Context: an optimization exercise on an open-source flow, tuned for small area. The choices shown serve that exercise and are no tape-out recipe.
In this exercise RTL edits were held to simulation tests only and were not proved equivalent to the original.
No activity file was given, so power comes from the tool's default toggle rates.

## run 1
Design can_dma_top, start of the top module:
module can_dma_top
(
    input  wire         bs,
    input  wire         rst_n,
    input  wire         reg_wr,
    input  wire         reg_rd,
    input  wire  [15:0] reg_addr,
    input  wire  [31:0] reg_wdata,
    output logic [31:0] reg_rdata,
    output logic        bus_busreq,
    output logic        bus_write,
    output logic [31:0] bus_addr,
    output logic [31:0] bus_wdata,
    input  wire         bus_grant,
    input  wire  [31:0] bus_rdata,
    output logic        can_start,
    output logic [63:0] can_data,
    output logic [28:0] can_id,
    output logic  [7:0] can_quanta_div,
    output logic  [5:0] can_prop_quanta,
    output logic  [5:0] can_seg1_quanta,
    output logic  [3:0] can_datalen,
    output logic        can_format,
    output logic  [1:0] can_frame_type,
    input  wire         can_busy
);
    can_dma_pkg::bus_req_t   bus_req;
    can_dma_pkg::can_frame_t can_frame;
    assign bus_busreq      = bus_req.busreq;
    assign bus_write       = bus_req.write;
    assign bus_addr        = bus_req.addr;
    assign bus_wdata       = bus_req.wdata;
    assign can_data        = can_frame.data;
    assign can_id          = can_frame.id;
    assign can_quanta_div  = can_frame.quanta_div;
    assign can_prop_quanta = can_frame.prop_quanta;
    assign can_seg1_quanta = can_frame.seg1_quanta;
    assign can_datalen     = can_frame.datalen;
    assign can_format      = can_frame.format;
    assign can_frame_type  = can_frame.frame_type;
  ...
clock: 7.0 ns
lec_check: 0
cap_margin: 20
core_margin: 2
core_utilization: 50
slew_margin: 20
standard.sh (not shown) runs the stock make flow with config.mk's settings and CLKGATE_MAP_FILE= SYNTH_SCRIPT=/design/flow/synth_recipe.tcl, a recipe that flattens the netlist after the stock synthesis.
==> flow/flow/run.sh <==
#!/bin/bash
# Standard layout, with the smallest buffer on every port and a clock tree
# of small buffers without dummy loads.
set -euo pipefail
export BUFFER_PORTS_ARGS="-buffer_cell sky130_fd_sc_hd__buf_1"
export CTS_ARGS="-sink_clustering_enable -repair_clock_nets -dont_use_dummy_load -buf_list sky130_fd_sc_hd__clkbuf_8 -sink_clustering_size 14 -sink_clustering_max_diameter 80"
bash standard.sh > standard.log 2>&1
Input changes introduced in run 2 (baseline for comparison: run 1):
- SLEW_MARGIN now 0, was 20
- CAP_MARGIN now 0, was 20
==> flow/flow/run.sh <==
#!/bin/bash
# Standard layout, with the smallest buffer on every port and a clock tree
# of small buffers without dummy loads.
set -euo pipefail
export BUFFER_PORTS_ARGS="-buffer_cell sky130_fd_sc_hd__buf_1"
export CTS_ARGS="-sink_clustering_enable -repair_clock_nets -dont_use_dummy_load -buf_list sky130_fd_sc_hd__clkbuf_16 -sink_clustering_size 30 -sink_clustering_max_diameter 120"
bash standard.sh > standard.log 2>&1
Notes after the runs:
The flow did not stop early for run 2: all stages ran, and the layout cleared the timing, design-rule and antenna checks.
From run 1 to run 2 the numbers moved as follows: final-layout fill cell count flat, first-iteration DRC count up 1.8%, overall routed net length down 0.81%, worst setup margin up 0.018 ns.
Going from run 1 to run 2, clock buffer instance count of the final layout shrinks by 18.
Comparing run 2 and run 1, the lower clock power share was measured on run 2.
Between run 2 and run 1, the cell area is higher for run 1.
The area overhead of the layout relative to synthesis reported for run 2 is smaller than that of run 1 by 0.34 points.
Relative to run 2, the following input files were edited for run 3:
==> flow/flow/run.sh <==
#!/bin/bash
# Standard layout, with the smallest buffer on every port and a clock tree
# of small buffers without dummy loads.
set -euo pipefail
export BUFFER_PORTS_ARGS="-buffer_cell sky130_fd_sc_hd__buf_1"
export CTS_ARGS="-sink_clustering_enable -repair_clock_nets -dont_use_dummy_load -buf_list sky130_fd_sc_hd__clkbuf_4 -sink_clustering_size 8 -sink_clustering_max_diameter 60"
bash standard.sh > standard.log 2>&1
## What came out
- Diff run 2 -> run 3: via count of the routed design picked up an extra 143; total power shrank by about 0.6%; sequential share of cell area comparable.
- The buffering overhead on run 2 is in line with that on run 3.
- Summary of run 3 over run 2: design area held, post-route fraction of the period consumed by the critical path saw an increase.

can_dma_top, a different RTL version from the one above (not shown whole).
Size: ~1000 cells after synthesis, about 430 flip-flops, ~310 I/O pins.
// can_dma_top
module can_dma_top
(
    input  wire         bs,
    input  wire         rst_n,
    input  wire         reg_wr,
    input  wire         reg_rd,
    input  wire  [15:0] reg_addr,
    input  wire  [31:0] reg_wdata,
    output logic [31:0] reg_rdata,
    output logic        bus_busreq,
    output logic        bus_write,
    output logic [31:0] bus_addr,
    output logic [31:0] bus_wdata,
    input  wire         bus_grant,
    input  wire  [31:0] bus_rdata,
    output logic        can_start,
    output logic [63:0] can_data,
    output logic [28:0] can_id,
    output logic  [7:0] can_quanta_div,
    output logic  [5:0] can_prop_quanta,
    output logic  [5:0] can_seg1_quanta,
    output logic  [3:0] can_datalen,
    output logic        can_format,
    output logic  [1:0] can_frame_type,
    input  wire         can_busy
);
clock: 7.0 ns
lec_check: 0
cap_margin: 0
core_margin: 2
core_utilization: 50
slew_margin: 0
==> flow/flow/run.sh <==
#!/bin/bash
# Standard layout, with the smallest buffer on every port and a clock tree
# of small buffers without dummy loads.
set -euo pipefail
export BUFFER_PORTS_ARGS="-buffer_cell sky130_fd_sc_hd__buf_1"
export CTS_ARGS="-sink_clustering_enable -repair_clock_nets -dont_use_dummy_load -buf_list sky130_fd_sc_hd__clkbuf_8 -sink_clustering_size 16 -sink_clustering_max_diameter 60"
bash standard.sh > standard.log 2>&1
The starting point ran to the end with no violations.
==> next run, changes <==
==> flow/flow/run.sh (replaced) <==
#!/bin/bash
# Standard layout, with the smallest buffer on every port and a clock tree
# of small buffers without dummy loads.
set -euo pipefail
export BUFFER_PORTS_ARGS="-buffer_cell sky130_fd_sc_hd__buf_1"
export CTS_ARGS="-sink_clustering_enable -repair_clock_nets -dont_use_dummy_load -buf_list sky130_fd_sc_hd__clkbuf_4 -sink_clustering_size 10 -sink_clustering_max_diameter 50"
bash standard.sh > standard.log 2>&1
Setup slack improved by 0.016 ns.
Power is lower by a few percent.
Sequential power hardly moves.
Clock skew climbs by 0.016 ns.
Clock-buffer cell count grows by 14.
Utilization shrinks by 0.35 points.

separate check: timing with driven ports:
No port has a modelled driver above. Below, the same layouts with a new extraction and two added sets of constraints.
Step 1, drivers: a clkbuf_16 drives bs and a buf_2 each remaining input, both assumed.
Step 2 times the ports against the registers' clock, not the clock port: input delays grow and output delays shrink by t, the midpoint of the rising clock arrivals with the driver on.
Three values: no drivers, after step 1, after step 2; two values: the first two.
| run | shift t [ns] | slack for setup (ns) | worst slew at a driven data input, ns |
|---|---|---|---|
| run 1 | 0.593 | 1.633 / 1.597 / 1.597 | 0.07 |
| run 2 | 0.571 | 1.652 / 1.614 / 1.614 | 0.08 |
| run 3 | 0.793 | 1.624 / 1.589 / 1.589 | 0.09 |
| the first run of note 2 | 0.589 | 1.838 / 1.807 / 1.807 | 0.07 |
| the second run of note 2 | 0.728 | 1.854 / 1.816 / 1.816 | 0.07 |
After both steps every run listed still meets setup and hold.
